Source: an optimization exercise on an open RTL-to-GDS flow (aim: small area and a short achievable clock period). Production flows keep margins and buffers that such runs may drop. Function was checked by simulation only, so behaviour that the tests miss may differ from the original. The clock port is modelled as an ideal driver; clocking choices that lean on that would not hold on a real chip. Power is estimated from default activity; no workload was simulated.

==> flow/design.v, too long to show whole: its modules and the start of the top module <==
// module mult_28_pipe: 946 lines
// module mult_28_pipe_cpa: 486 lines
// module mult_28_pipe_x3: 227 lines
module mult_28_pipe #(
    parameter int          LOGQ  = 28,
    parameter int unsigned PRIME = 32'h0FFF_0001,
    parameter int          TAGW  = 8
) (
    input  logic                CLK,
    input  logic                RSTN,
    input  logic                EN,
    input  logic                IN_VALID,
    input  logic [LOGQ-1:0]     A,
    input  logic [LOGQ-1:0]     B,
    input  logic [TAGW-1:0]     IN_TAG,
    output logic                OUT_VALID,
    output logic [2*LOGQ-1:0]   PROD,
    output logic [TAGW-1:0]     OUT_TAG,
    output logic                BUSY,
    output logic                RANGE_ERR
);
  // ...
==> flow/flow/run.sh <==
#!/bin/bash
set -euo pipefail
here=$(pwd)
# Modified copy of ORFS's synth.tcl
# The design is flattened only after extract_fa, which runs on the top module
# alone: the final carry-propagate adder (module mult_28_pipe_cpa) stays plain
# logic for ABC instead of ending in full-adder cells.
sed -e 's/synth -top $::env(DESIGN_NAME) -run fine: {\*}$synth_full_args/synth -top $::env(DESIGN_NAME) -run fine: -noabc {*}$synth_full_args/' \
    -e 's/^  synth -flatten -run :fine {\*}$synth_full_args/  synth -run :fine {*}$synth_full_args/' \
    -e 's/^  extract_fa {\*}\[dont_use_extract_fa_args\]$/  extract_fa {*}[dont_use_extract_fa_args] $::env(DESIGN_NAME)\n  flatten/' \
    "$FLOW_HOME/scripts/synth.tcl" > "$here/flow_synth.tcl"
grep -q -- '-run fine: -noabc' "$here/flow_synth.tcl"
grep -q -- '^  synth -run :fine' "$here/flow_synth.tcl"
grep -q -- 'dont_use_extract_fa_args\] $::env(DESIGN_NAME)' "$here/flow_synth.tcl"
# synth_recipe.tcl with the modified synth.tcl in place of ORFS's
sed "s#source \$::env(SCRIPTS_DIR)/synth.tcl#source $here/flow_synth.tcl#" \
    "$here/synth_recipe.tcl" > "$here/flow_synth_recipe.tcl"
grep -q "flow_synth.tcl" "$here/flow_synth_recipe.tcl"
# standard.sh with that synthesis script
sed -e "s#SYNTH_SCRIPT=$here/synth_recipe.tcl#SYNTH_SCRIPT=$here/flow_synth_recipe.tcl#" \
    -e "s#CLKGATE_MAP_FILE= #CLKGATE_MAP_FILE= MATCH_CELL_FOOTPRINT=0 #" \
    "$here/standard.sh" > "$here/flow_standard.sh"
grep -q "flow_synth_recipe.tcl" "$here/flow_standard.sh"
grep -q "MATCH_CELL_FOOTPRINT=0" "$here/flow_standard.sh"
export BUFFER_PORTS_ARGS="-buffer_cell sky130_fd_sc_hd__buf_1"
export CTS_ARGS="-sink_clustering_enable -repair_clock_nets -dont_use_dummy_load -buf_list {sky130_fd_sc_hd__clkbuf_4}"
bash "$here/flow_standard.sh" cts > "$here/flow_make_cts.log" 2>&1
RES="$here/orfs/results/sky130hd/mult_28_pipe/base" PLATFORM_DIR="$FLOW_HOME/platforms/sky130hd" \
SKEW_CELL2=sky130_fd_sc_hd__clkdlybuf4s18_1 SKEW_CELL3=sky130_fd_sc_hd__clkdlybuf4s50_1 \
    openroad -no_init -exit "$here/flow/skew.tcl" > "$here/flow_skew.log" 2>&1
bash "$here/flow_standard.sh" > "$here/flow_make.log" 2>&1
==> flow/flow/skew.tcl <==
set R $::env(RES)
set P $::env(PLATFORM_DIR)
read_lef $P/lef/sky130_fd_sc_hd.tlef
read_lef $P/lef/sky130_fd_sc_hd_merged.lef
read_liberty $P/lib/sky130_fd_sc_hd__tt_025C_1v80.lib
read_db $R/4_cts.odb
read_sdc $R/4_cts.sdc
source $P/setRC.tcl
set_propagated_clock [all_clocks]
estimate_parasitics -placement
report_worst_slack -max
set block [ord::get_db_block]
set groups [list [list r2_q $::env(SKEW_CELL2)] [list r_p3 $::env(SKEW_CELL3)]]
set n 0
set leafnets {}
foreach net [$block getNets] {
  if {[$net getSigType] ne "CLOCK"} continue
  lappend leafnets [$net getName]
}
# Per leaf clock net and per group: if the group owns every sink of the net,
# the delay cell goes on the input of the net's leaf buffer (the leaf buffer
# still drives the sinks); otherwise the group's sinks get a clkbuf_4 of their
# own, with the delay cell on its input.
foreach nname $leafnets {
  set allpins {}
  foreach pin [get_pins -quiet -of_objects [get_nets $nname]] {
    if {[get_property $pin direction] eq "input"} { lappend allpins $pin }
  }
  set drvpin ""
  foreach pin [get_pins -quiet -of_objects [get_nets $nname]] {
    if {[get_property $pin direction] eq "output"} { set drvpin $pin }
  }
  if {$drvpin eq ""} continue
  foreach g $groups {
    lassign $g prefix cell
    if {$cell eq "none"} continue
    set pins {}
    set xs 0.0; set ys 0.0
    foreach pin $allpins {
      set pname [get_full_name $pin]
      if {[string first $prefix $pname] == 0 && [string match "*/CLK" $pname]} {
        lappend pins $pin
        set loc [sta::pin_location $pin]
        set xs [expr {$xs + 1e6 * [lindex $loc 0]}]; set ys [expr {$ys + 1e6 * [lindex $loc 1]}]
      }
    }
    if {[llength $pins] == 0} continue
    set k [llength $pins]
    set x [expr {$xs / $k}]; set y [expr {$ys / $k}]
    if {$k == [llength $allpins]} {
      # the leaf buffer's input
      set lb [get_full_name [get_cells -of_objects $drvpin]]
      set lbin [get_pins $lb/A]
      set loc [sta::pin_location $lbin]
      set innet [get_full_name [get_nets -of_objects $lbin]]
      insert_buffer -buffer_cell $cell -net $innet -load_pins [list $lbin] -location [list [expr {1e6*[lindex $loc 0]}] [expr {1e6*[lindex $loc 1]}]] -buffer_name skew_${prefix}_$n
    } else {
      insert_buffer -buffer_cell sky130_fd_sc_hd__clkbuf_4 -net $nname -load_pins $pins -location [list $x $y] -buffer_name skewb_${prefix}_$n
      set bin [get_pins skewb_${prefix}_$n/A]
      insert_buffer -buffer_cell $cell -net $nname -load_pins [list $bin] -location [list $x $y] -buffer_name skew_${prefix}_$n
    }
    incr n
  }
}
puts "skew buffers inserted: $n"
# new nets carry the clock
foreach net [$block getNets] {
  set drv [$net getFirstOutput]
  if {$drv ne "NULL" && $drv ne "" && [string match "skew_*" [[$drv getInst] getName]]} { $net setSigType CLOCK }
}
detailed_placement
check_placement
estimate_parasitics -placement
report_worst_slack -max
report_worst_slack -min
write_db $R/4_cts.odb
==> flow/standard.sh <==
#!/bin/bash
# synth_recipe.tcl (not shown) runs the flow's synth.tcl, then flattens the netlist and writes it again
# the make line also repeats each setting of config.mk as NAME=value (left out here)
make -C /OpenROAD-flow-scripts/flow DESIGN_CONFIG=/design/flow/config.mk WORK_HOME=/design/flow/orfs CLKGATE_MAP_FILE= SYNTH_SCRIPT=/design/flow/synth_recipe.tcl "${@:-finish}"
==> flow/config.mk <==
export PLATFORM = sky130hd
export DESIGN_NAME = mult_28_pipe
export DESIGN_NICKNAME = mult_28_pipe
export VERILOG_FILES = /design/flow/design.v
export SDC_FILE = /design/flow/constraint.sdc
export NUM_CORES = 4
export LEC_CHECK = 0
export ABC_AREA = 1
export CAP_MARGIN = 20
export CORE_MARGIN = 2
export CORE_UTILIZATION = 40
export SETUP_SLACK_MARGIN = 3.25
export SLEW_MARGIN = 20
==> flow/constraint.sdc <==
create_clock -name core_clock -period 6.5 [get_ports {CLK}]
set_input_delay 1.3000 -clock core_clock [delete_from_list [all_inputs] [get_ports {CLK}]]
set_output_delay 1.3000 -clock core_clock [all_outputs]
set_load 0.01 [all_outputs]
==> flow_summary.toml, run 1 <==
[run_status]
status = "timing/DRC/antenna clean"

[setup_path]
crit_start = "d_neg[6]$_DFFE_PP_"
cpMostUsedCell = "fa_1"
reg2reg_depth = 5
required_ps = 7170

[yosys]
post-synth-top-count-cell = "nand2_1"
synth.avg_cell_area_sq_um = 9.54
netlist-cell-type-count = 49
syn_nets = 3230
synth_xor_area_share_pct = 10.3
netlist.area_leader.share_pct = 35.3
synthMuxAreaShare_pct = 0
yosys_warnings = 1

[cells_and_area]
area_share_nonclk_buffers_pct = 4.88
regMostFlops = "r2_q"
multiInputGateArea_sq_um = 15900
utilization_pct = 45.8

[cts]
cts_root_buffer = "clkbuf_4"

[timing]
finClkSkew_ps = 411
period_minus_slack_ps = 3250
setup_viol_count_final = 0

[grt]
gr-usage-met3_pct = 13.8
grt_busiest_layer = "met2"

[flow_run]
cap_violations = 0

[placed_design]
io_buffers = 134

[power_and_ir_drop]
power_uw = 17100
==> run 2, diff against run 1 <==
--- a/flow/flow/run.sh
+++ b/flow/flow/run.sh
@@ -18,5 +18,8 @@
 grep -q "flow_synth.tcl" "$here/flow_synth_recipe.tcl"
+# The platform's don't-use cells plus the weakest gate sizes (*_0, the same
+# area as *_1) and the low-power clock inverters.
+DONT_USE="sky130_fd_sc_hd__a2111oi_0 sky130_fd_sc_hd__a21boi_0 sky130_fd_sc_hd__and2_0 sky130_fd_sc_hd__o21ai_0 sky130_fd_sc_hd__o311ai_0 sky130_fd_sc_hd__or2_0 sky130_fd_sc_hd__clkinvlp_2 sky130_fd_sc_hd__clkinvlp_4 sky130_fd_sc_hd__probe_p_8 sky130_fd_sc_hd__probec_p_8 sky130_fd_sc_hd__lpflow_bleeder_1 sky130_fd_sc_hd__lpflow_clkbufkapwr_1 sky130_fd_sc_hd__lpflow_clkbufkapwr_16 sky130_fd_sc_hd__lpflow_clkbufkapwr_2 sky130_fd_sc_hd__lpflow_clkbufkapwr_4 sky130_fd_sc_hd__lpflow_clkbufkapwr_8 sky130_fd_sc_hd__lpflow_clkinvkapwr_1 sky130_fd_sc_hd__lpflow_clkinvkapwr_16 sky130_fd_sc_hd__lpflow_clkinvkapwr_2 sky130_fd_sc_hd__lpflow_clkinvkapwr_4 sky130_fd_sc_hd__lpflow_clkinvkapwr_8 sky130_fd_sc_hd__lpflow_decapkapwr_12 sky130_fd_sc_hd__lpflow_decapkapwr_3 sky130_fd_sc_hd__lpflow_decapkapwr_4 sky130_fd_sc_hd__lpflow_decapkapwr_6 sky130_fd_sc_hd__lpflow_decapkapwr_8 sky130_fd_sc_hd__lpflow_inputiso0n_1 sky130_fd_sc_hd__lpflow_inputiso0p_1 sky130_fd_sc_hd__lpflow_inputiso1n_1 sky130_fd_sc_hd__lpflow_inputiso1p_1 sky130_fd_sc_hd__lpflow_inputisolatch_1 sky130_fd_sc_hd__lpflow_isobufsrc_1 sky130_fd_sc_hd__lpflow_isobufsrc_16 sky130_fd_sc_hd__lpflow_isobufsrc_2 sky130_fd_sc_hd__lpflow_isobufsrc_4 sky130_fd_sc_hd__lpflow_isobufsrc_8 sky130_fd_sc_hd__lpflow_isobufsrckapwr_16 sky130_fd_sc_hd__lpflow_lsbuf_lh_hl_isowell_tap_1 sky130_fd_sc_hd__lpflow_lsbuf_lh_hl_isowell_tap_2 sky130_fd_sc_hd__lpflow_lsbuf_lh_hl_isowell_tap_4 sky130_fd_sc_hd__lpflow_lsbuf_lh_isowell_4 sky130_fd_sc_hd__lpflow_lsbuf_lh_isowell_tap_1 sky130_fd_sc_hd__lpflow_lsbuf_lh_isowell_tap_2 sky130_fd_sc_hd__lpflow_lsbuf_lh_isowell_tap_4"
 # standard.sh with that synthesis script
 sed -e "s#SYNTH_SCRIPT=$here/synth_recipe.tcl#SYNTH_SCRIPT=$here/flow_synth_recipe.tcl#" \
-    -e "s#CLKGATE_MAP_FILE= #CLKGATE_MAP_FILE= MATCH_CELL_FOOTPRINT=0 #" \
+    -e "s#CLKGATE_MAP_FILE= #CLKGATE_MAP_FILE= MATCH_CELL_FOOTPRINT=0 DONT_USE_CELLS='$DONT_USE' #" \
     "$here/standard.sh" > "$here/flow_standard.sh"
--- a/flow/config.mk
+++ b/flow/config.mk
@@ -10,3 +10,3 @@
 export CORE_MARGIN = 2
-export CORE_UTILIZATION = 40
+export CORE_UTILIZATION = 50
 export SETUP_SLACK_MARGIN = 3.25
==> run 2 against run 1 <==
  * Die area fell by 19%
  * Fmax fell by 0.16%
  * Final cell count fell by 0.68%
  * Sequential power barely moved
  * Sequential share of layout area rose by 0.71 points
  * Clock skew rose by 13 ps
  * Largest power group unchanged
  * Still clean on timing, DRC and antenna
  * Count of clock-buffer cells in the layout fell by 4
  * Final area fell by 2.2%
  * Global-route usage rose by 4.7 points
  * Highest routed layer is now met5
==> flow_summary.toml, run 2 <==
[floorplan]
rows = 86
start_util_pct = 50.5
die_area_sq_um = 57500
die_w_um = 240
die_y_um = 240
core-area_sq_um = 55000
ioPinCount = 135

[setup_path]
endpoint_kind = "flop"
path_class = "reg -> reg"
critPathArrivalTime_ps = 3890
reg2reg_to = "r2_q[70]$_DFFE_PP_"
reg2reg_depth = 7
required_ps = 7130
r2r_slack_ps = 3240
crit_fanout = 28
r2r_start = "d_m2[7]$_DFFE_PP_"
cp-start-kind = "flop"

[yosys]
syn_nets = 3400
ys.flop_type = "edfxtp_1"
synth-simple-area-share_pct = 11.7
synthMuxAreaShare_pct = 0
synth_compound_area_share_pct = 17.3
yosys-top-cells-count = "456 x nand2_1, 324 x edfxtp_1, 297 x xor2_1"
synth_xor_area_share_pct = 10.2
synth-edff-count = 324
synth.avg_cell_area_sq_um = 9.07
synth_top_family_by_area = "adder cells"
netlist_area_sq_um = 27800
yosys_warnings = 1
post-synth-top-count-cell = "nand2_1"
ys_top_cells_by_area = "edfxtp_1 35%, fa_1 15%, xor2_1 9.4%"
ys_seq_area_share_pct = 35.4
netlist.area_leader.share_pct = 35.0
netlist-cell-type-count = 49
syn_inst = 3062
yosys.area.top_type = "edfxtp_1"
yosys.area_share.adder_pct = 17.9
ys_seq_elements = 328
async_flop_share_pct = 1.22

[cts]
cts_tree = "done"
cts_max_path_buffers = 3
numCtsBuffers = 91
cts_root_buffer = "clkbuf_4"
clkTransAtPathRegs_ps = 60
insertion_delay_ps = 1310
clock-sinks = 328
postCtsHoldBufs = 0
cts_max_level = 3

[grt]
grt_overflow = 0
track_usage_pct = 34.9
grt_pass1_vias = 24000
antenna_found_initial = 2
met2_usage_pct = 49.2
grt_pass1_wl_mm = 148
grt_max_degree = 173
gr-usage-met3_pct = 11.9
grt_busiest_layer = "met2"
use_met1_pct = 47.5

[cells_and_area]
regMostFlops = "r2_q"
largest_register_ffs = 140
nets = 3564
final_cells = 3973
reg_top3 = "r2_q x140, r_p3 x56, a3 x30"
fillers = 5014
mostFrequentLayoutCells = "452 x nand2_1, 324 x edfxtp_1, 292 x xor2_1"
drive_above_1_share_pct = 10.8
final_common_cell = "nand2_1"
area_growth_pct = 10.3

[detailed_routing]
vias = 24500
drtAntennaViolNets = 0
finalWirelength_mm = 100
detail_route.wl_per_cell_um = 25.2
avgViaCountPerCell = 6.16
dr.pass1.iters = 6
route.detailed.drc = 0
drt_iter0_markers = 2993

[min_path]
whs_endpoint = "r_p3[55]$_DFFE_PP_"
hold_start = "r2_q[139]$_DFFE_PP_"
holdPathStages = 2
min_path_type = "reg -> reg"

[flow_run]
cap_violations = 0

[timing]
finClkSkew_ps = 424
drv_slew = 0
setup_viol_count_final = 0
period_minus_slack_ps = 3260
tightest_slew_ps = 1190
fmax_mhz = 307
hold_viol = 0
rsz0062_at_grt = "no"
tns_ps = 0
slew_headroom_pct = 20.9
period_share_pct = 50.1

[power_and_ir_drop]
power.density_nw_per_um2 = 552
ir_worst_vdd_v = 0.00116
power_leakage_uw = 0.0126

[placed_design]
io_buffers = 134
dp.cells = 3775
place_congestion = 1.03
detailed_place_hpwl_mm = 65.9

[run_status]
status = "timing/DRC/antenna clean"
-- run 2: per-layer routing --
layer / up-vias / share of wire [%]
li1: 10800 / -
met2: 1588 / 42
met4: 2 / 4.9
met1: 11800 / 41
met3: 323 / 12
met5: - / 0.013
-- run 2: where the power goes --
part / switching [uW] / internal [uW] / leakage (uW)
Clock: 897 / 1140 / 0.000728
Sequential: 419 / 3690 / 0.00321
Combinational: 6800 / 3990 / 0.00865
Total: 8110 / 8820 / 0.0126
-- run 2: final cells by class --
type | count | area, sq um | area share [%]
Tap cell | 748 | 936 | 3.05
Multi-Input combinational cell | 2188 | 16000 | 52.3
Sequential cell | 328 | 9830 | 32.1
Timing Repair inverter | 8 | 43.8 | 0.143
Inverter | 345 | 1450 | 4.73
Timing Repair Buffer | 194 | 1070 | 3.48
Antenna cell | 1 | 2.50 | 0.00816
Clock buffer | 161 | 1290 | 4.20
-- run 2: worst max-delay path, cell delays in order, from the launching register on --
cell,delay [ps]
edfxtp_1,420
inv_4,360
o22ai_1,160
a221oi_2,480
xor2_1,200
fa_1,460
fa_1,500
fa_1,470
-- run 2: how the worst max path moves through the flow --
| stage | from | end |
|---|---|---|
| 2_1_floorplan | d_neg[0]$_DFFE_PP_ | r2_q[33]$_DFFE_PP_ |
| 3_3_place_gp | a1[17]$_DFFE_PP_ | r2_q[33]$_DFFE_PP_ |
| 3_5_place_dp | a1[17]$_DFFE_PP_ | r2_q[33]$_DFFE_PP_ |
| 4_1_cts | d_m2[0]$_DFFE_PP_ | r2_q[57]$_DFFE_PP_ |
| 5_1_grt | r2_q[67]$_DFFE_PP_ | r_p3[38]$_DFFE_PP_ |
| 6_report | d_m2[7]$_DFFE_PP_ | r2_q[70]$_DFFE_PP_ |
-- run 2: timing repair --
action | CTS | global route
gates resized for setup | 132 | 19
pin swaps | 1 | 2
cloned | 8 | 1
endpoints found under the setup margin | 115 | 12
setup buffers | 21 | 6
-- run 2: cell families after synthesis --
group           count (synthesis)
compound gates                831
xor+xnor                      322
fa+ha+maj                     271
buf+inv                       547
flops                         328
simple gates                  763
-- run 2: through the flow --
| step | power (uW) | util (%) | hold WS (ps) | worst slack [ps] | instance area [sq um] |
|---|---|---|---|---|---|
| finish | 16900 | 55.8 | 269 | 3240 | 30700 |
| global route | 18500 | 55.8 | 270 | 3250 | 30700 |
| CTS | 15600 | 54.4 | 235 | 3250 | 29900 |
| detailed placement | 14000 | 52.2 | 405 | 2350 | 28700 |
| global placement | 13700 | 52.2 | 409 | 2340 | 28700 |
| floorplan | 11400 | - | 400 | 3450 | 27800 |
==> run 3, diff against run 2 <==
--- a/flow/config.mk
+++ b/flow/config.mk
@@ -10,3 +10,3 @@
 export CORE_MARGIN = 2
-export CORE_UTILIZATION = 50
+export CORE_UTILIZATION = 40
 export SETUP_SLACK_MARGIN = 3.25
==> run 3 against run 2 <==
  * Sequential cell count unchanged
  * Global-route usage shrank 9.7 points
  * Fmax is 1.7% higher
  * Largest cell class unchanged
  * Critical path type unchanged
==> flow_summary.toml, run 3 <==
[floorplan]
start_util_pct = 40.4
core-area_sq_um = 68700
ioPinCount = 135
die_y_um = 268
die_area_sq_um = 71600
rows = 96
die_w_um = 268

[grt]
grt_pass1_vias = 22900
grt_overflow = 0
antenna_found_initial = 2
grt_max_degree = 137
grt_pass1_wl_mm = 137
track_usage_pct = 25.2

[setup_path]
r2r_slack_ps = 3300
reg2reg_to = "r2_q[30]$_DFFE_PP_"
crit_fanout = 27
path_class = "reg -> reg"
required_ps = 7170
cp-start-kind = "flop"
critPathArrivalTime_ps = 3870
crit_start = "a1[13]$_DFFE_PP_"
r2r_start = "a1[13]$_DFFE_PP_"
reg2reg_depth = 7
crit_end = "r2_q[30]$_DFFE_PP_"
endpoint_kind = "flop"

[min_path]
min_path_type = "in -> async"

[yosys]
ys_seq_area_share_pct = 35.4
netlist.area_leader.share_pct = 35.0
synth-simple-area-share_pct = 11.7
syn_inst = 3062
netlist-cell-type-count = 49
async_flop_share_pct = 1.22
synth_compound_area_share_pct = 17.3
synthMuxAreaShare_pct = 0
post-synth-top-count-cell = "nand2_1"
yosys.area_share.adder_pct = 17.9
synth_top_family_by_area = "adder cells"
synth-edff-count = 324
ys_seq_elements = 328
ys.flop_type = "edfxtp_1"
syn_nets = 3400
netlist_area_sq_um = 27800
ys_top_cells_by_area = "edfxtp_1 35%, fa_1 15%, xor2_1 9.4%"
yosys_warnings = 1
synth_xor_area_share_pct = 10.2
synth.avg_cell_area_sq_um = 9.07
yosys.area.top_type = "edfxtp_1"
yosys-top-cells-count = "456 x nand2_1, 324 x edfxtp_1, 297 x xor2_1"

[detailed_routing]
finalWirelength_mm = 91.3
drt_iter0_markers = 3067
vias = 23800
avgViaCountPerCell = 5.76
detail_route.wl_per_cell_um = 22.1
dr.pass1.iters = 7
drtAntennaViolNets = 0
route.detailed.drc = 0

[cts]
cts_max_level = 3
insertion_delay_ps = 1310
clock-sinks = 328
postCtsHoldBufs = 0
cts_max_path_buffers = 3
cts_tree = "done"
cts_root_buffer = "clkbuf_4"
numCtsBuffers = 93
clkTransAtPathRegs_ps = 60

[timing]
whs_ps = 281
drv_slew = 0
slew_headroom_pct = 34.7
setup_viol_count_final = 0
tightest_slew_ps = 976
period_share_pct = 49.2
tns_ps = 0
fmax_mhz = 313
hold_viol = 0
setup_slack_ps = 3300
rsz0062_at_grt = "yes"
finClkSkew_ps = 421
period_minus_slack_ps = 3200

[power_and_ir_drop]
ir_worst_vdd_v = 0.000731
power.density_nw_per_um2 = 547
power_leakage_uw = 0.0125

[cells_and_area]
final_common_cell = "nand2_1"
fillers = 6746
mostFrequentLayoutCells = "447 x nand2_1, 324 x edfxtp_1, 295 x xor2_1"
fin_area_sq_um = 30800
regMostFlops = "r2_q"
reg_top3 = "r2_q x140, r_p3 x56, a3 x30"
area_growth_pct = 10.7
nets = 3547
drive_above_1_share_pct = 10.5
largest_register_ffs = 140

[placed_design]
detailed_place_hpwl_mm = 61.0
place_congestion = 0.970
postPlaceCellArea_sq_um = 28900
io_buffers = 134
dp_slack_ps = 2430

[run_status]
status = "timing/DRC/antenna clean"

[flow_run]
cap_violations = 0
==> run 3: cell counts after synthesis <==
Identical to the previous run, type by type.
==> run 3: what timing repair did <==
| item | in CTS | in global routing |
|---|---|---|
| resized for setup | 131 | 31 |
| setup endpoints to repair | 108 | 23 |
| setup buffers | 12 | 7 |
| pin swaps | 1 | 6 |
| gates cloned | 2 | 1 |
==> run 3: how the worst min path moves through the flow <==
stage	to	slack, ps	depth (start not counted)	from
floorplan	r_t2[0]$_DFFE_PP_	400	0	r_t1[0]$_DFFE_PP_
global placement	r_t3[3]$_DFFE_PP_	400	0	r_t2[3]$_DFFE_PP_
detailed placement	r_t2[1]$_DFFE_PP_	410	0	r_t1[1]$_DFFE_PP_
CTS	r_v2$_DFFE_PN0P_	220	1	RSTN
global route	r_v2$_DFFE_PN0P_	260	1	RSTN
finish	r_v2$_DFFE_PN0P_	280	1	RSTN
==> run 3: report_power, final <==
group / internal [uW] / leakage [uW] / switching (uW) / total [uW]
logic: 4030 / 0.00857 / 6660 / 10700
registers: 3690 / 0.00321 / 408 / 4090
clock network: 1140 / 0.000711 / 884 / 2020
==> run 3: final cells by class <==
class	instances	area (sq um)	area share [%]
Tap cell	931	1160	3.79
Timing Repair Buffer	186	971	3.16
Multi-Input combinational cell	2188	16100	52.3
Clock buffer	158	1280	4.17
Inverter	345	1420	4.61
Timing Repair inverter	2	10.0	0.0325
Antenna cell	3	7.51	0.0244
Sequential cell	328	9830	32.0
==> run 3: kinds of logic after synthesis <==
family          count (synthesis)
flops                         328
simple gates                  763
compound gates                831
xor+xnor                      322
buf+inv                       547
fa+ha+maj                     271
==> run 3: through the flow <==
stage               total power (uW)  cells  utilization (%)
floorplan                      11400   3062                -
global placement               13800   3958             42.1
detailed placement             14000   3958             42.1
CTS                            15500   4065             43.6
global route                   18500   4140             44.8
finish                         16800   4141             44.8
==> run 3: routing by layer <==
| metal | global-route usage [%] | vias up | wire length [um] |
|---|---|---|---|
| li1 | - | 10800 | - |
| met1 | 33.4 | 11100 | 36800 |
| met2 | 35.5 | 1540 | 38000 |
| met3 | 9.13 | 366 | 11400 |
| met4 | 14.0 | 0 | 5090 |
| met5 | 0 | - | 0 |
==> run 3: critical path, cell delays in order, from the launching register on <==
cell and delay, ps:
edfxtp_1 480, inv_4 340, o22ai_1 160, a221oi_2 420
xor2_1 200, fa_1 520, fa_1 450, fa_1 470
==> run 4, diff against run 3 <==
--- a/flow/config.mk
+++ b/flow/config.mk
@@ -11,3 +11,3 @@
 export CORE_UTILIZATION = 40
-export SETUP_SLACK_MARGIN = 3.25
+export SETUP_SLACK_MARGIN = 3.35
 export SLEW_MARGIN = 20
==> run 4 against run 3 <==
  * Combinational power up 6%
  * Highest routed layer is now met5
  * Routed wire length up 2.7%
  * Count of clock-buffer cells in the layout unchanged
  * Sequential cell count unchanged
  * Non-clock buffer count up 33
  * Area after synthesis unchanged
  * Total power up 3.4%
  * Sequential share of layout area down 0.56 points
  * Worst setup slack better by 77 ps
  * Still clean
  * Global-route usage up 0.64 points
==> flow_summary.toml, run 4 <==
[timing]
tns_ps = 0
period_share_pct = 48.0
slew_headroom_pct = 39.8
rsz0062_at_grt = "yes"
drv_slew = 0
tightest_slew_ps = 900
fmax_mhz = 320
finClkSkew_ps = 424
whs_ps = 289
setup_viol_count_final = 0
period_minus_slack_ps = 3120
hold_viol = 0

[detailed_routing]
detail_route.wl_per_cell_um = 22.4
vias = 24400
finalWirelength_mm = 93.7
route.detailed.drc = 0
drt_iter0_markers = 3175
drtAntennaViolNets = 0
dr.pass1.iters = 7
avgViaCountPerCell = 5.82

[cells_and_area]
largest_register_ffs = 140
nets = 3592
mostFrequentLayoutCells = "434 x nand2_1, 324 x edfxtp_1, 293 x xor2_1"
area_growth_pct = 12.7
reg_top3 = "r2_q x140, r_p3 x56, a3 x30"
fillers = 6714
final_common_cell = "nand2_1"
drive_above_1_share_pct = 13.2
regMostFlops = "r2_q"
final_cells = 4185
fin_area_sq_um = 31300

[grt]
grt_max_degree = 137
grt_pass1_wl_mm = 140
antenna_found_initial = 2
grt_pass1_vias = 23300
grt_overflow = 0
track_usage_pct = 25.8

[setup_path]
endpoint_kind = "flop"
cp-start-kind = "flop"
required_ps = 7180
path_class = "reg -> reg"
crit_fanout = 9
critPathArrivalTime_ps = 3800

[yosys]
ys_seq_elements = 328
synth_compound_area_share_pct = 17.3
yosys_warnings = 1
synth-simple-area-share_pct = 11.7
yosys.area_share.adder_pct = 17.9
syn_inst = 3062
synth_xor_area_share_pct = 10.2
ys_top_cells_by_area = "edfxtp_1 35%, fa_1 15%, xor2_1 9.4%"
ys_seq_area_share_pct = 35.4
syn_nets = 3400
yosys.area.top_type = "edfxtp_1"
netlist.area_leader.share_pct = 35.0
synth_top_family_by_area = "adder cells"
netlist-cell-type-count = 49
synthMuxAreaShare_pct = 0
synth-edff-count = 324
async_flop_share_pct = 1.22
yosys-top-cells-count = "456 x nand2_1, 324 x edfxtp_1, 297 x xor2_1"
ys.flop_type = "edfxtp_1"
post-synth-top-count-cell = "nand2_1"
synth.avg_cell_area_sq_um = 9.07
netlist_area_sq_um = 27800

[power_and_ir_drop]
ir_worst_vdd_v = 0.000594
p_sw_uw = 8250
swShare_pct = 47.5
power.density_nw_per_um2 = 555
power_leakage_uw = 0.0128
p_int_uw = 9130
power_frac_seq_pct = 23.5
p_comb_share_pct = 64.9
p_clk_share_pct = 11.6

[floorplan]
die_area_sq_um = 71600
ioPinCount = 135
die_w_um = 268
core-area_sq_um = 68700
die_y_um = 268
rows = 96
start_util_pct = 40.4

[placed_design]
place_congestion = 0.970
postPlaceCellArea_sq_um = 28900
detailed_place_hpwl_mm = 61.0
dp.cells = 3958
io_buffers = 134

[cts]
numCtsBuffers = 93
postCtsHoldBufs = 0
insertion_delay_ps = 1290
cts_root_buffer = "clkbuf_4"
clkTransAtPathRegs_ps = 60
cts_max_path_buffers = 3
cts_tree = "done"
clock-sinks = 328
cts_max_level = 3

[flow_run]
cap_violations = 0

[run_status]
status = "timing/DRC/antenna clean"

[min_path]
min_path_type = "reg -> reg"
run 4: changes by cell type in the layout (fill, tap and decap cells not counted), moves of 4 or more:
cell	previous run	this run
clkinv_2	7	16
nand2_2	39	49
inv_6	11	5
buf_4	44	73
buf_1	133	114
nor2_4	6	12
clkbuf_2	0	19
clkinv_4	7	20
nand2_1	447	434
inv_1	281	277
run 4: final cells by class:
| cell class | count | area, sq um | area share [%] |
|---|---|---|---|
| multi-input cells | 2188 | 16200 | 51.8 |
| diodes | 2 | 5.00 | 0.0160 |
| clock buffers | 158 | 1280 | 4.10 |
| repair inverters | 14 | 70.1 | 0.224 |
| inverters | 345 | 1460 | 4.66 |
| repair buffers | 219 | 1260 | 4.04 |
| well taps | 931 | 1160 | 3.72 |
| flip-flops and latches | 328 | 9830 | 31.4 |
run 4: path summary, 6_finish.rpt:
| check | start | endpoint | slack [ps] | cells after the start |
|---|---|---|---|---|
| min in group asynchronous | RSTN | r_v2$_DFFE_PN0P_ | 300 | 1 |
| setup reg to reg | a3[18]$_DFFE_PP_ | r2_q[40]$_DFFE_PP_ | 3380 | 5 |
| setup / recovery | a3[18]$_DFFE_PP_ | r2_q[40]$_DFFE_PP_ | 3380 | 5 |
| hold reg to reg | r2_q[3]$_DFFE_PP_ | r_p3[2]$_DFFE_PP_ | 290 | 1 |
| hold / removal | r2_q[3]$_DFFE_PP_ | r_p3[2]$_DFFE_PP_ | 290 | 1 |
| max in group asynchronous | RSTN | r_v3$_DFFE_PN0P_ | 6010 | 1 |
run 4: cell families after synthesis:
kind of cell | Yosys count
AO/OA/AOI/OAI | 831
AND/OR/NAND/NOR | 763
buffers and inverters | 547
flip-flops | 328
XOR/XNOR | 322
adder cells (fa/ha/maj) | 271
run 4: through the flow:
stage          worst slack (ps)  utilization (%)  total power, uW
6_report                   3380             45.6            17400
4_1_cts                    3300             44.1            15600
3_5_place_dp               2430             42.1            14000
3_3_place_gp               2420             42.1            13800
2_1_floorplan              3450                -            11400
5_1_grt                    3250             45.6            19100
run 4: repair_timing:
action                                 CTS  global route
cloned                                  14             1
gates resized for setup                181            82
setup endpoints to repair              122            43
setup buffers                           37            15
endpoints found under the hold margin    0             0
pin swaps                                7            27
run 4: worst max-delay path: stages (launching register included):
cell	delay [ps]
edfxtp_1	720
a221oi_4	610
xor2_2	180
fa_1	470
fa_1	490
fa_1	500
run 4: layer usage:
| metal | track usage [%] | up-vias | part of all wire [%] |
|---|---|---|---|
| met5 | 1.46 | - | 0.15 |
| met4 | 14.8 | 5 | 6.1 |
| met3 | 10.7 | 444 | 13 |
| met2 | 36.1 | 1640 | 41 |
| met1 | 33.3 | 11400 | 39 |
| li1 | - | 10900 | - |
run 4: power groups by stage:
stage          combinational, uW  clock [uW]  sequential, uW
3_3_place_gp                9650           0            4120
4_1_cts                    10000        1490            4090
2_1_floorplan               7370           0            4020
6_report                   11300        2020            4090
3_5_place_dp                9820           0            4130
5_1_grt                    12700        2240            4150
==> run 5, diff against run 4 <==
--- a/flow/config.mk
+++ b/flow/config.mk
@@ -7,3 +7,3 @@
 export LEC_CHECK = 0
-export ABC_AREA = 1
+export ABC_AREA = 0
 export CAP_MARGIN = 20
@@ -11,3 +11,3 @@
 export CORE_UTILIZATION = 40
-export SETUP_SLACK_MARGIN = 3.35
+export SETUP_SLACK_MARGIN = 3.3
 export SLEW_MARGIN = 20
==> run 5 against run 4 <==
  * Sequential share of layout area is 0.17 points higher
  * Clock power is 4% lower
  * Final area is 0.55% lower
  * Fmax is 25% lower
  * Count of clock-buffer cells in the layout is 3 lower
  * Critical path depth is 9 higher
  * Register-to-register slack worse by 1000 ps
  * Synthesized cell count is 24% lower
  * Area after synthesis is 3.0% lower
  * Critical path type unchanged
  * Critical endpoint is now r_p3[51]$_DFFE_PP_
  * Via count is 12% lower
  * Combinational power is 13% higher
==> flow_summary.toml, run 5 <==
[power_and_ir_drop]
power_leakage_uw = 0.0109
power_frac_seq_pct = 22.1
p_clk_share_pct = 10.2
ir_worst_vdd_v = 0.000371
power.density_nw_per_um2 = 609
p_comb_share_pct = 67.7
swShare_pct = 40.6
p_sw_uw = 7690
p_int_uw = 11300

[placed_design]
place_congestion = 0.930
io_buffers = 134
detailed_place_hpwl_mm = 54.9
postPlaceCellArea_sq_um = 28300
dp.cells = 3109

[grt]
track_usage_pct = 24.2
grt_overflow = 0
grt_pass1_wl_mm = 131
grt_max_degree = 143
grt_pass1_vias = 22100
antenna_found_initial = 3

[yosys]
async_flop_share_pct = 1.22
synth-edff-count = 324
post-synth-top-count-cell = "xnor2_1"
ys_seq_area_share_pct = 36.5
syn_inst = 2319
netlist.area_leader.share_pct = 36.1
netlist-cell-type-count = 73
yosys-top-cells-count = "370 x xnor2_1, 324 x edfxtp_1, 237 x a221oi_1, 237 x a22o_1, 236 x clkbuf_1"
netlist_area_sq_um = 27000
synth.avg_cell_area_sq_um = 11.6
yosys_warnings = 1
ys_top_cells_by_area = "edfxtp_1 36%, fa_1 16%, xnor2_1 12%"
ys_seq_elements = 328
yosys.area.top_type = "edfxtp_1"
syn_nets = 2657
ys.flop_type = "edfxtp_1"

[timing]
hold_viol = 0
whs_ps = 195
period_minus_slack_ps = 4150
setup_viol_count_final = 0
tns_ps = 0
slew_headroom_pct = 42.4
rsz0062_at_grt = "yes"
period_share_pct = 63.8
fmax_mhz = 241
tightest_slew_ps = 864
finClkSkew_ps = 441
drv_slew = 0

[setup_path]
required_ps = 7150
cp_slowest_cell = "fa_1"
reg2reg_depth = 14
critPathMaxStageDelay_ps = 580
crit_fanout = 2
path_class = "reg -> reg"
critPathArrivalTime_ps = 4800
cp-start-kind = "flop"
cpMostUsedCell = "maj3_2"
crit_path_cell_trace = "fa_1 > fa_1 > a22oi_1 > nor2_1 > maj3_2 > maj3_2 > nand2_4 > a31oi_4 > buf_12 > o22ai_4 > a31oi_4 > maj3_2 > maj3_2 > xnor2_1"
endpoint_kind = "flop"

[detailed_routing]
finalWirelength_mm = 86.0
route.detailed.drc = 0
drt_iter0_markers = 3232
vias = 21400
drtAntennaViolNets = 0
dr.pass1.iters = 8
detail_route.wl_per_cell_um = 25.5
avgViaCountPerCell = 6.34

[cts]
cts_max_level = 3
clock-sinks = 328
insertion_delay_ps = 1330
cts_tree = "done"
clkTransAtPathRegs_ps = 60
cts_max_path_buffers = 3
postCtsHoldBufs = 0
cts_root_buffer = "clkbuf_4"
numCtsBuffers = 89

[min_path]
holdPathStages = 1
min_path_type = "reg -> reg"

[floorplan]
die_y_um = 264
ioPinCount = 135
start_util_pct = 40.3
die_area_sq_um = 69500
die_w_um = 264
core-area_sq_um = 66900
rows = 95

[cells_and_area]
nets = 2839
largest_register_ffs = 140
final_common_cell = "xnor2_1"
fin_area_sq_um = 31100
area_growth_pct = 15.5
reg_top3 = "r2_q x140, r_p3 x56, a3 x30"
mostFrequentLayoutCells = "356 x xnor2_1, 324 x edfxtp_1, 237 x a22o_1"
final_cells = 3373
regMostFlops = "r2_q"
drive_above_1_share_pct = 17.8

[run_status]
status = "timing/DRC/antenna clean"

[flow_run]
cap_violations = 0
run 5: cell count changes in the layout (fill, tap and decap cells not counted), sizes merged, moves of 191 or more:
cell / before / now
inv: 315 / 66
o22ai: 265 / 9
nand2: 494 / 59
a21oi: 232 / 30
o21ai: 243 / 52
a22o: 0 / 237
xnor2: 24 / 370
xor2: 298 / 51
run 5: metrics by stage:
stage / util, % / total power [uW] / setup WS, ps
after floorplan: - / 11200 / 2620
after global placement: 41.9 / 13600 / 2340
after detailed placement: 42.4 / 13900 / 2160
after CTS: 45.0 / 17100 / 2440
after global routing: 46.5 / 20300 / 2240
final: 46.5 / 19000 / 2350
run 5: power by group through the flow:
stage / clock network, uW / logic, uW / registers [uW]
CTS: 1420 / 11500 / 4170
finish: 1940 / 12800 / 4190
global route: 2160 / 13900 / 4250
detailed placement: 0 / 9690 / 4240
global placement: 0 / 9330 / 4280
floorplan: 0 / 7120 / 4110
run 5: routing by layer:
metal	GRT usage [%]	part of all wire (%)	vias up
li1	-	-	9084
met3	8.71	12	340
met1	31.4	40	10500
met4	12.6	4.5	4
met5	0	0.072	-
met2	35.5	43	1426
run 5: kinds of logic (layout without fill, tap and decap cells):
group           count (synthesis)  count (layout)  synth area share [%]
compound gates                674             674                  20.7
xor+xnor                      421             421                  13.7
fa+ha+maj                     302             302                  19.6
buf+inv                       357             537                  4.98
flops                         328             328                  36.5
mux                             8               8                 0.306
other cells                     0               1                     0
simple gates                  229             229                  4.23
run 5: final cells by class:
class | instances | area [sq um]
antenna | 1 | 2.50
clock buffer | 155 | 1240
fill | 6055 | 35800
inverter | 66 | 248
multi-input combinational | 1634 | 16500
sequential | 328 | 9830
tap | 873 | 1090
timing repair buffer | 316 | 2260
run 5: worst paths after layout:
| check | startpoint | endpoint | slack, ps |
|---|---|---|---|
| max | r2_q[63]$_DFFE_PP_ | r_p3[51]$_DFFE_PP_ | 2350 |
| min | r2_q[139]$_DFFE_PP_ | r_p3[55]$_DFFE_PP_ | 200 |
| max reg2reg | r2_q[63]$_DFFE_PP_ | r_p3[51]$_DFFE_PP_ | 2350 |
| min reg2reg | r2_q[139]$_DFFE_PP_ | r_p3[55]$_DFFE_PP_ | 200 |
| max in group asynchronous | RSTN | r_v2$_DFFE_PN0P_ | 5990 |
| min in group asynchronous | RSTN | r_v3$_DFFE_PN0P_ | 290 |
run 5: timing repair:
action                                  in CTS  in global routing
hold endpoints to repair                     0                  0
endpoints found under the setup margin      90                 35
buffers inserted                            83                 25
pin swaps                                   55                 22
resized for setup                           73                 44
run 5: critical path: cells and delay by family, from the launching register on:
kind,cells,cell delay [ps]
buffers and inverters,1,160
AO/OA/AOI/OAI,4,570
AND/OR/NAND/NOR,2,200
adder cells (fa/ha/maj),6,2330
XOR/XNOR,1,160
flip-flops,1,400
==> run 6, diff against run 5 <==
--- a/flow/config.mk
+++ b/flow/config.mk
@@ -7,3 +7,3 @@
 export LEC_CHECK = 0
-export ABC_AREA = 0
+export ABC_AREA = 1
 export CAP_MARGIN = 20
==> run 6 against run 5 <==
  * Register-to-register slack improved by 1000 ps
  * Count of clock-buffer cells in the layout grew 3
  * Final cell count is 23% higher
  * Routed wire length up 7.4%
  * Final area down 0.53%
  * Highest routed layer is now met4
  * Sequential power is 2% lower
  * Via count rose by 12%
  * Area after synthesis grew 3.1%
==> flow_summary.toml, run 6 <==
[setup_path]
path_class = "reg -> reg"
r2r_slack_ps = 3360
reg2reg_to = "r2_q[87]$_DFFE_PP_"
crit_path_cell_trace = "clkinv_2 > o22ai_1 > a221oi_1 > xor2_1 > fa_1 > fa_1 > fa_1"
reg2reg_depth = 7
cpMostUsedCell = "fa_1"
cp-start-kind = "flop"
required_ps = 7140
critPathMaxStageDelay_ps = 530
cp_slowest_cell = "fa_1"
r2r_start = "a1[9]$_DFFE_PP_"
critPathArrivalTime_ps = 3780
crit_start = "a1[9]$_DFFE_PP_"
endpoint_kind = "flop"
crit_fanout = 27

[yosys]
ys.flop_type = "edfxtp_1"
netlist-cell-type-count = 49
netlist_area_sq_um = 27800
async_flop_share_pct = 1.22
synth.avg_cell_area_sq_um = 9.07
ys_seq_elements = 328
syn_inst = 3062
yosys_warnings = 1
syn_nets = 3400
post-synth-top-count-cell = "nand2_1"
yosys.area.top_type = "edfxtp_1"
ys_top_cells_by_area = "edfxtp_1 35%, fa_1 15%, xor2_1 9.4%"
ys_seq_area_share_pct = 35.4
synth-edff-count = 324
yosys-top-cells-count = "456 x nand2_1, 324 x edfxtp_1, 297 x xor2_1"
netlist.area_leader.share_pct = 35.0

[floorplan]
die_y_um = 268
rows = 96
die_area_sq_um = 71600
start_util_pct = 40.4
ioPinCount = 135
core-area_sq_um = 68700
die_w_um = 268

[detailed_routing]
vias = 24100
avgViaCountPerCell = 5.78
drtAntennaViolNets = 0
dr.pass1.iters = 9
route.detailed.drc = 0
drt_iter0_markers = 3273
finalWirelength_mm = 92.4
detail_route.wl_per_cell_um = 22.2

[timing]
period_share_pct = 48.3
whs_ps = 266
period_minus_slack_ps = 3140
hold_viol = 0
fmax_mhz = 318
rsz0062_at_grt = "yes"
drv_slew = 0
setup_slack_ps = 3360
tightest_slew_ps = 906
setup_viol_count_final = 0
tns_ps = 0
finClkSkew_ps = 421
slew_headroom_pct = 39.4

[cells_and_area]
register_area_sq_um = 9830
nets = 3568
multiInputGateArea_sq_um = 16100
largest_register_ffs = 140
area_growth_pct = 11.5
regMostFlops = "r2_q"
drive_above_1_share_pct = 11.4
fillers = 6730
final_cells = 4165
final_common_cell = "nand2_1"
mostFrequentLayoutCells = "444 x nand2_1, 324 x edfxtp_1, 294 x xor2_1"
reg_top3 = "r2_q x140, r_p3 x56, a3 x30"

[grt]
grt_pass1_wl_mm = 138
antenna_found_initial = 2
use_met1_pct = 33.4
grt_max_degree = 137
track_usage_pct = 25.5
grt_overflow = 0
met2_usage_pct = 36.1
gr-usage-met3_pct = 9.97
grt_busiest_layer = "met2"
grt_pass1_vias = 23100

[power_and_ir_drop]
power_leakage_uw = 0.0126
p_comb_share_pct = 63.8
ir_worst_vdd_v = 0.000534
p_clk_share_pct = 12.0
p_sw_uw = 8020
p_int_uw = 8900
swShare_pct = 47.4
power.density_nw_per_um2 = 546
power_frac_seq_pct = 24.2

[cts]
numCtsBuffers = 93
cts_tree = "done"
cts_max_path_buffers = 3
clock-sinks = 328
clkTransAtPathRegs_ps = 70
cts_root_buffer = "clkbuf_4"
postCtsHoldBufs = 0
cts_max_level = 3
insertion_delay_ps = 1320

[placed_design]
io_buffers = 134
dp.cells = 3958
detailed_place_hpwl_mm = 61.0
dp_slack_ps = 2430
place_congestion = 0.970

[min_path]
min_path_type = "in -> async"

[run_status]
status = "timing/DRC/antenna clean"

[flow_run]
cap_violations = 0
## run 6: changes by cell type after synthesis, moves of 41 or more
cell      previous run  this run
a21oi_1             30       229
a221oi_1           237        52
a22o_1             237         0
a22oi_1             43         2
clkbuf_1           236       121
inv_1               66       281
nand2_1             59       456
nand3_1             16        62
nor2_1              62       149
o21ai_1             51       242
o22ai_1              8       265
xnor2_1            370        24
xor2_1              51       297
## run 6: worst max-delay path by stage
stage	endpoint	slack [ps]	cells past startpoint
floorplan	r2_q[33]$_DFFE_PP_	3450	7
global placement	r2_q[33]$_DFFE_PP_	2420	7
detailed placement	r2_q[33]$_DFFE_PP_	2430	7
CTS	r2_q[33]$_DFFE_PP_	3270	7
global route	r_p3[54]$_DFFE_PP_	3230	17
finish	r2_q[87]$_DFFE_PP_	3360	7
## run 6: timing repair
item	CTS	global route
endpoints found under the setup margin	114	25
gates cloned	9	1
hold endpoints to repair	0	0
resized for setup	159	40
pin swaps	4	9
setup buffers	23	10
## run 6: per-layer routing
metal / part of all wire (%) / routed length (um)
met1: 40 / 36700
met2: 42 / 38500
met3: 13 / 11900
met4: 5.7 / 5310
met5: 0 / 0
## run 6: area by class of cell
cell class              count  share of cell area (%)
well taps                 931                    3.76
clock buffers             158                    4.14
multi-input cells        2188                    52.0
flip-flops and latches    328                    31.7
diodes                      6                  0.0485
repair buffers            200                    3.51
repair inverters            9                   0.145
inverters                 345                    4.65
## run 6: through the flow
step / total power, uW / area (sq um) / util, %
CTS: 15500 / 30100 / 43.8
global placement: 13800 / 28900 / 42.1
floorplan: 11400 / 27800 / -
detailed placement: 14000 / 28900 / 42.1
global route: 18600 / 31000 / 45.1
finish: 16900 / 31000 / 45.1
## run 6: worst max-delay path: cells and delay by family, from the launching register on
kind	cells	cell delay [ps]
xor gates and xnor gates	1	170
DFF	1	420
adders and majority gates	3	1440
AOI/OAI and AO/OA	2	560
buffers and inverters	1	390
## run 6: cells by family (layout without fill, tap and decap cells)
kind of cell,Yosys count,count (layout),share of synthesized area (%)
compound gates,831,831,17.3
xor+xnor,322,322,10.2
fa+ha+maj,271,271,17.9
buf+inv,547,712,7.56
flops,328,328,35.4
other cells,0,6,0
simple gates,763,764,11.7
## run 6: power groups by stage
stage                     logic [uW]  clock network, uW  registers, uW
after global placement          9650                  0           4120
after global routing           12200               2240           4160
after detailed placement        9820                  0           4130
final                          10800               2030           4090
after floorplan                 7370                  0           4020
after CTS                       9960               1490           4090
==> run 7, diff against run 6 <==
--- a/flow/config.mk
+++ b/flow/config.mk
@@ -11,2 +11,3 @@
 export CORE_UTILIZATION = 40
+export PLACE_DENSITY = 0.7
 export SETUP_SLACK_MARGIN = 3.3
==> run 7 against run 6 <==
  * Sequential power is 1% higher
  * Global-route usage about the same
  * Die area is the same
  * Critical path type unchanged
  * Count of clock-buffer cells in the layout fell by 10
  * Clock power down 4%
  * Area after synthesis stayed put
  * Core utilization fell by 0.40 points
  * Clock skew down 11 ps
==> flow_summary.toml, run 7 <==
[grt]
grt_pass1_vias = 23500
gr-usage-met3_pct = 10.6
use_met1_pct = 32.5
grt_overflow = 0
grt_max_degree = 129
grt_busiest_layer = "met2"
antenna_found_initial = 3
grt_pass1_wl_mm = 139
met2_usage_pct = 36.8
track_usage_pct = 25.5

[cts]
insertion_delay_ps = 1290
postCtsHoldBufs = 0
cts_max_path_buffers = 3
clock-sinks = 328
cts_tree = "done"
numCtsBuffers = 90
cts_root_buffer = "clkbuf_4"
cts_max_level = 3
clkTransAtPathRegs_ps = 60

[yosys]
syn_inst = 3062
netlist_area_sq_um = 27800
ys_seq_area_share_pct = 35.4
yosys.area.top_type = "edfxtp_1"
yosys_warnings = 1
async_flop_share_pct = 1.22
syn_nets = 3400
synth.avg_cell_area_sq_um = 9.07
netlist.area_leader.share_pct = 35.0
ys_seq_elements = 328
synth-edff-count = 324
ys.flop_type = "edfxtp_1"
yosys-top-cells-count = "456 x nand2_1, 324 x edfxtp_1, 297 x xor2_1"
netlist-cell-type-count = 49
ys_top_cells_by_area = "edfxtp_1 35%, fa_1 15%, xor2_1 9.4%"
post-synth-top-count-cell = "nand2_1"

[setup_path]
critPathArrivalTime_ps = 3890
crit_fanout = 14
cp-start-kind = "flop"
reg2reg_depth = 7
endpoint_kind = "flop"
r2r_start = "a1[12]$_DFFE_PP_"
path_class = "reg -> reg"
r2r_slack_ps = 3320
required_ps = 7210
reg2reg_to = "r2_q[88]$_DFFE_PP_"

[power_and_ir_drop]
p_int_uw = 8690
ir_worst_vdd_v = 0.000397
p_sw_uw = 8020
p_clk_share_pct = 11.7
swShare_pct = 48.0
power_leakage_uw = 0.0125
power.density_nw_per_um2 = 544
p_comb_share_pct = 63.6
power_frac_seq_pct = 24.8

[floorplan]
ioPinCount = 135
start_util_pct = 40.4
rows = 96
core-area_sq_um = 68700
die_y_um = 268
die_w_um = 268
die_area_sq_um = 71600

[detailed_routing]
finalWirelength_mm = 92.4
detail_route.wl_per_cell_um = 22.4
avgViaCountPerCell = 5.88
route.detailed.drc = 0
drt_iter0_markers = 3402
drtAntennaViolNets = 0
vias = 24300
dr.pass1.iters = 9

[run_status]
status = "timing/DRC/antenna clean"

[timing]
setup_viol_count_final = 0
period_share_pct = 48.9
drv_slew = 0
tns_ps = 0
finClkSkew_ps = 410
fmax_mhz = 315
slew_headroom_pct = 34.6
whs_ps = 317
setup_slack_ps = 3320
period_minus_slack_ps = 3180
rsz0062_at_grt = "yes"
hold_viol = 0
tightest_slew_ps = 978

[cells_and_area]
area_growth_pct = 10.5
regMostFlops = "r2_q"
nets = 3538
fin_area_sq_um = 30700
drive_above_1_share_pct = 10.4
final_common_cell = "nand2_1"
mostFrequentLayoutCells = "451 x nand2_1, 324 x edfxtp_1, 291 x xor2_1"
largest_register_ffs = 140
reg_top3 = "r2_q x140, r_p3 x56, a3 x30"

[placed_design]
dp_slack_ps = 2590
place_congestion = 0.992
detailed_place_hpwl_mm = 61.0
postPlaceCellArea_sq_um = 28900
io_buffers = 134

[flow_run]
cap_violations = 0

[min_path]
min_path_type = "in -> async"
## run 7: metrics by stage
| stage | instances | utilization [%] | total power (uW) |
|---|---|---|---|
| final | 4131 | 44.7 | 16700 |
| after floorplan | 3062 | - | 11400 |
| after CTS | 4061 | 43.7 | 15500 |
| after global routing | 4131 | 44.7 | 18400 |
| after detailed placement | 3949 | 42.0 | 14000 |
| after global placement | 3948 | 42.0 | 13700 |
## run 7: repair_timing
action | 4_1_cts | 5_1_grt
setup endpoints to repair | 117 | 10
gates resized for setup | 173 | 22
buffers inserted | 14 | 8
cloned | 8 | 2
pin swaps | 1 | 3
## run 7: worst max-delay path: stages (launching register included)
cell      delay (ps)
edfxtp_1         560
clkinv_4         240
o22ai_1          110
a221oi_1         250
xor2_1           450
fa_1             550
fa_1             460
fa_1             460
## run 7: layer usage
| metal | up-vias | wire, um | part of all wire, % |
|---|---|---|---|
| met4 | 2 | 5600 | 6.1 |
| met3 | 480 | 12700 | 14 |
| met2 | 1704 | 39000 | 42 |
| met1 | 11300 | 35000 | 38 |
| met5 | - | 88 | 0.095 |
| li1 | 10800 | - | - |
## run 7: layout make-up
cell class	count	area (sq um)
Timing Repair inverter	8	40.0
Multi-Input combinational cell	2189	16100
Clock buffer	148	1210
Timing Repair Buffer	180	930
Sequential cell	328	9830
Antenna cell	2	5.00
Fill cell	6690	38000
Tap cell	931	1160
Inverter	345	1450
## run 7: kinds of logic (layout without fill, tap and decap cells)
family / count (synthesis) / in the layout / synth area share, %
compound gates: 831 / 831 / 17.3
xor+xnor: 322 / 322 / 10.2
fa+ha+maj: 271 / 271 / 17.9
buf+inv: 547 / 681 / 7.56
flops: 328 / 328 / 35.4
other cells: 0 / 2 / 0
simple gates: 763 / 765 / 11.7
## run 7: power by group through the flow
stage | Combinational [uW] | Clock (uW) | Sequential [uW]
2_1_floorplan | 7370 | 0 | 4020
3_3_place_gp | 9590 | 0 | 4140
3_5_place_dp | 9820 | 0 | 4160
4_1_cts | 9930 | 1460 | 4120
5_1_grt | 12000 | 2150 | 4190
6_report | 10600 | 1950 | 4140
## run 7: worst max-delay path by stage
stage | end | slack (ps) | cells after the start | start
after floorplan | r2_q[33]$_DFFE_PP_ | 3450 | 7 | d_neg[0]$_DFFE_PP_
after global placement | r2_q[52]$_DFFE_PP_ | 2650 | 7 | a1[22]$_DFFE_PP_
after detailed placement | r2_q[52]$_DFFE_PP_ | 2590 | 7 | a1[22]$_DFFE_PP_
after CTS | r2_q[52]$_DFFE_PP_ | 3260 | 7 | a1[22]$_DFFE_PP_
after global routing | r_p3[55]$_DFFE_PP_ | 3260 | 17 | r2_q[74]$_DFFE_PP_
final | r2_q[88]$_DFFE_PP_ | 3320 | 7 | a1[12]$_DFFE_PP_
==> run 8, diff against run 7 <==
--- a/flow/flow/run.sh
+++ b/flow/flow/run.sh
@@ -31,3 +31,3 @@
 RES="$here/orfs/results/sky130hd/mult_28_pipe/base" PLATFORM_DIR="$FLOW_HOME/platforms/sky130hd" \
-SKEW_CELL2=sky130_fd_sc_hd__clkdlybuf4s18_1 SKEW_CELL3=sky130_fd_sc_hd__clkdlybuf4s50_1 \
+SKEW_CELL2=sky130_fd_sc_hd__clkdlybuf4s25_1 SKEW_CELL3=sky130_fd_sc_hd__clkdlybuf4s50_1 \
     openroad -no_init -exit "$here/flow/skew.tcl" > "$here/flow_skew.log" 2>&1
--- a/flow/config.mk
+++ b/flow/config.mk
@@ -11,4 +11,3 @@
 export CORE_UTILIZATION = 40
-export PLACE_DENSITY = 0.7
-export SETUP_SLACK_MARGIN = 3.3
+export SETUP_SLACK_MARGIN = 3.25
 export SLEW_MARGIN = 20
==> run 8 against run 7 <==
  * Synthesized cell count stayed put
  * First-iteration DRC count is 6.6% lower
  * Core utilization is 0.14 points higher
  * Critical path depth stayed put
  * Routed wire length is 1.1% lower
  * Worst setup slack worse by 29 ps
  * Sequential power is 1% lower
  * Largest cell class unchanged
  * Critical path type unchanged
  * Final area is 0.31% higher
  * Highest routed layer is now met4
  * Critical endpoint is now r2_q[30]$_DFFE_PP_
==> flow_summary.toml, run 8 <==
[run_status]
status = "timing/DRC/antenna clean"

[cells_and_area]
fin_area_sq_um = 30800
nets = 3548
largest_register_ffs = 140
area_growth_pct = 10.8
drive_above_1_share_pct = 10.8
final_common_cell = "nand2_1"
regMostFlops = "r2_q"
reg_top3 = "r2_q x140, r_p3 x56, a3 x30"
mostFrequentLayoutCells = "444 x nand2_1, 324 x edfxtp_1, 295 x xor2_1"
final_cells = 4142

[flow_run]
cap_violations = 0

[grt]
grt_pass1_vias = 22900
grt_max_degree = 137
grt_pass1_wl_mm = 137
grt_overflow = 0
track_usage_pct = 25.2
antenna_found_initial = 2

[yosys]
netlist_area_sq_um = 27800
synth.avg_cell_area_sq_um = 9.07
ys_seq_area_share_pct = 35.4
yosys_warnings = 1
ys_top_cells_by_area = "edfxtp_1 35%, fa_1 15%, xor2_1 9.4%"
netlist.area_leader.share_pct = 35.0
post-synth-top-count-cell = "nand2_1"
syn_inst = 3062
syn_nets = 3400
synth-edff-count = 324
ys.flop_type = "edfxtp_1"
netlist-cell-type-count = 49
ys_seq_elements = 328
async_flop_share_pct = 1.22
yosys-top-cells-count = "456 x nand2_1, 324 x edfxtp_1, 297 x xor2_1"
yosys.area.top_type = "edfxtp_1"

[power_and_ir_drop]
power.density_nw_per_um2 = 550
ir_worst_vdd_v = 0.000537
power_uw = 16900
power_leakage_uw = 0.0125

[cts]
cts_max_level = 3
postCtsHoldBufs = 0
cts_tree = "done"
clkTransAtPathRegs_ps = 60
cts_root_buffer = "clkbuf_4"
insertion_delay_ps = 1310
cts_max_path_buffers = 3
numCtsBuffers = 93
clock-sinks = 328

[setup_path]
cp_top_family = "adder cells"
path_class = "reg -> reg"
crit_end = "r2_q[30]$_DFFE_PP_"
crit_start = "a1[14]$_DFFE_PP_"
cpMostUsedCell = "fa_1"
critPathArrivalTime_ps = 3870
critPathMaxStageDelay_ps = 530
reg2reg_depth = 7
required_ps = 7170
crit_fanout = 27
r2r_slack_ps = 3290
worst-path-buf-inv = 1
cp-start-kind = "flop"
reg2reg_to = "r2_q[30]$_DFFE_PP_"
r2r_start = "a1[14]$_DFFE_PP_"
cp_num_cells = 7
cp_slowest_cell = "fa_1"
crit_path_cell_trace = "inv_6 > o22ai_1 > a221oi_2 > xor2_1 > fa_1 > fa_1 > fa_1"
endpoint_kind = "flop"

[floorplan]
die_y_um = 268
rows = 96
start_util_pct = 40.4
die_area_sq_um = 71600
die_w_um = 268
core-area_sq_um = 68700
ioPinCount = 135

[detailed_routing]
avgViaCountPerCell = 5.77
drtAntennaViolNets = 0
finalWirelength_mm = 91.4
route.detailed.drc = 0
drt_iter0_markers = 3179
detail_route.wl_per_cell_um = 22.1
vias = 23900
dr.pass1.iters = 7

[timing]
whs_ps = 281
fmax_mhz = 312
hold_viol = 0
period_share_pct = 49.4
finClkSkew_ps = 421
drv_slew = 0
rsz0062_at_grt = "yes"
tightest_slew_ps = 998
tns_ps = 0
slew_headroom_pct = 33.2
setup_viol_count_final = 0
period_minus_slack_ps = 3210

[placed_design]
postPlaceCellArea_sq_um = 28900
place_congestion = 0.970
dp.cells = 3958
io_buffers = 134
detailed_place_hpwl_mm = 61.0

[min_path]
min_path_type = "in -> async"
## run 8: final cells by class
cell class	instances	area (sq um)
repair buffers	187	978
fillers	6741	37900
well taps	931	1160
flip-flops and latches	328	9830
inverters	345	1420
clock buffers	158	1280
repair inverters	2	10.0
diodes	3	7.51
multi-input cells	2188	16100
## run 8: kinds of logic (layout without fill, tap and decap cells)
family                     Yosys count  in the layout  synth area share, %
xor gates and xnor gates           322            322                 10.2
adders and majority gates          271            271                 17.9
AOI/OAI and AO/OA                  831            831                 17.3
other                                0              3                    0
DFF                                328            328                 35.4
buffers and inverters              547            692                 7.56
and+or+nand+nor                    763            764                 11.7
## run 8: worst min-delay path by stage
| stage | startpoint | depth (start not counted) | to | slack [ps] |
|---|---|---|---|---|
| final | RSTN | 1 | r_v2$_DFFE_PN0P_ | 280 |
| after floorplan | r_t1[0]$_DFFE_PP_ | 0 | r_t2[0]$_DFFE_PP_ | 400 |
| after detailed placement | r_t1[1]$_DFFE_PP_ | 0 | r_t2[1]$_DFFE_PP_ | 410 |
| after global placement | r_t2[3]$_DFFE_PP_ | 0 | r_t3[3]$_DFFE_PP_ | 400 |
| after global routing | RSTN | 1 | r_v2$_DFFE_PN0P_ | 260 |
| after CTS | RSTN | 1 | r_v2$_DFFE_PN0P_ | 220 |
## run 8: per-layer routing
metal | global-route usage [%] | vias to the layer above | share of wire, % | wire length (um)
li1 | - | 10800 | - | -
met1 | 33.4 | 11200 | 40 | 36900
met2 | 35.5 | 1576 | 42 | 38100
met3 | 9.13 | 370 | 12 | 11300
met4 | 14.0 | 0 | 5.5 | 5020
met5 | 0 | - | 0 | 0
## run 8: repair_timing
action | in CTS | in global routing
gates cloned | 2 | 1
setup endpoints to repair | 108 | 19
pin swaps | 1 | 9
buffers inserted | 12 | 8
gates resized for setup | 131 | 39
## run 8: power by group
part | leakage, uW | total [uW] | internal [uW] | switching, uW
clock | 0.000696 | 2040 | 1160 | 884
combinational | 0.00859 | 10800 | 4070 | 6730
sequential | 0.00321 | 4090 | 3690 | 407
total | 0.0125 | 16900 | 8910 | 8020
## run 8: stage by stage
| step | util, % | worst slack, ps |
|---|---|---|
| after floorplan | - | 3450 |
| after global placement | 42.1 | 2420 |
| after detailed placement | 42.1 | 2430 |
| after CTS | 43.6 | 3240 |
| after global routing | 44.8 | 3190 |
| final | 44.8 | 3290 |

==> separate check: timing with driven ports <==
The flow's constraints put no driver on any port. The routed layouts listed below were extracted and timed again, unchanged, in two steps.
Step 1, drivers: a clkbuf_16 drives CLK and a buf_2 each remaining input, both assumed.
Step 2, shift: input delay + t, output delay - t, t = (earliest + latest rising clock arrival at the registers) / 2. This alone moves slack from input paths to output paths.
Three values: no drivers, after step 1, after step 2; two values: the first two.
run | shift t [ns] | slack for setup (ns) | worst hold slack (ns) | worst setup path after step 2 | clock arrival spread, ns
run 1 | 1.111 | 3.250 / 3.250 / 2.827 | 0.286 / 0.262 / 0.402 | input to register | 0.548 / 0.548
run 2 | 1.097 | 3.244 / 3.244 / 2.905 | 0.269 / 0.269 / 0.269 | input to register | 0.542 / 0.541
run 3 | 1.097 | 3.300 / 3.300 / 2.979 | 0.281 / 0.248 / 0.284 | input to register | 0.543 / 0.543
run 4 | 1.086 | 3.378 / 3.326 / 2.996 | 0.289 / 0.257 / 0.289 | input to register | 0.544 / 0.544
run 5 | 1.097 | 2.351 / 2.351 / 2.351 | 0.195 / 0.195 / 0.195 | register to register | 0.583 / 0.583
run 6 | 1.113 | 3.360 / 3.298 / 2.988 | 0.266 / 0.226 / 0.279 | input to register | 0.543 / 0.543
run 7 | 1.098 | 3.321 / 3.321 / 2.970 | 0.317 / 0.286 / 0.341 | input to register | 0.514 / 0.513
run 8 | 1.093 | 3.292 / 3.292 / 2.976 | 0.281 / 0.249 / 0.287 | input to register | 0.545 / 0.545
Clock arrivals are far apart in every run listed, so t is only a midpoint there and step 2 fits no single register. The setup slack of run 1, which loses most, moves by 0.000 ns with the drivers and by -0.423 ns with both steps.
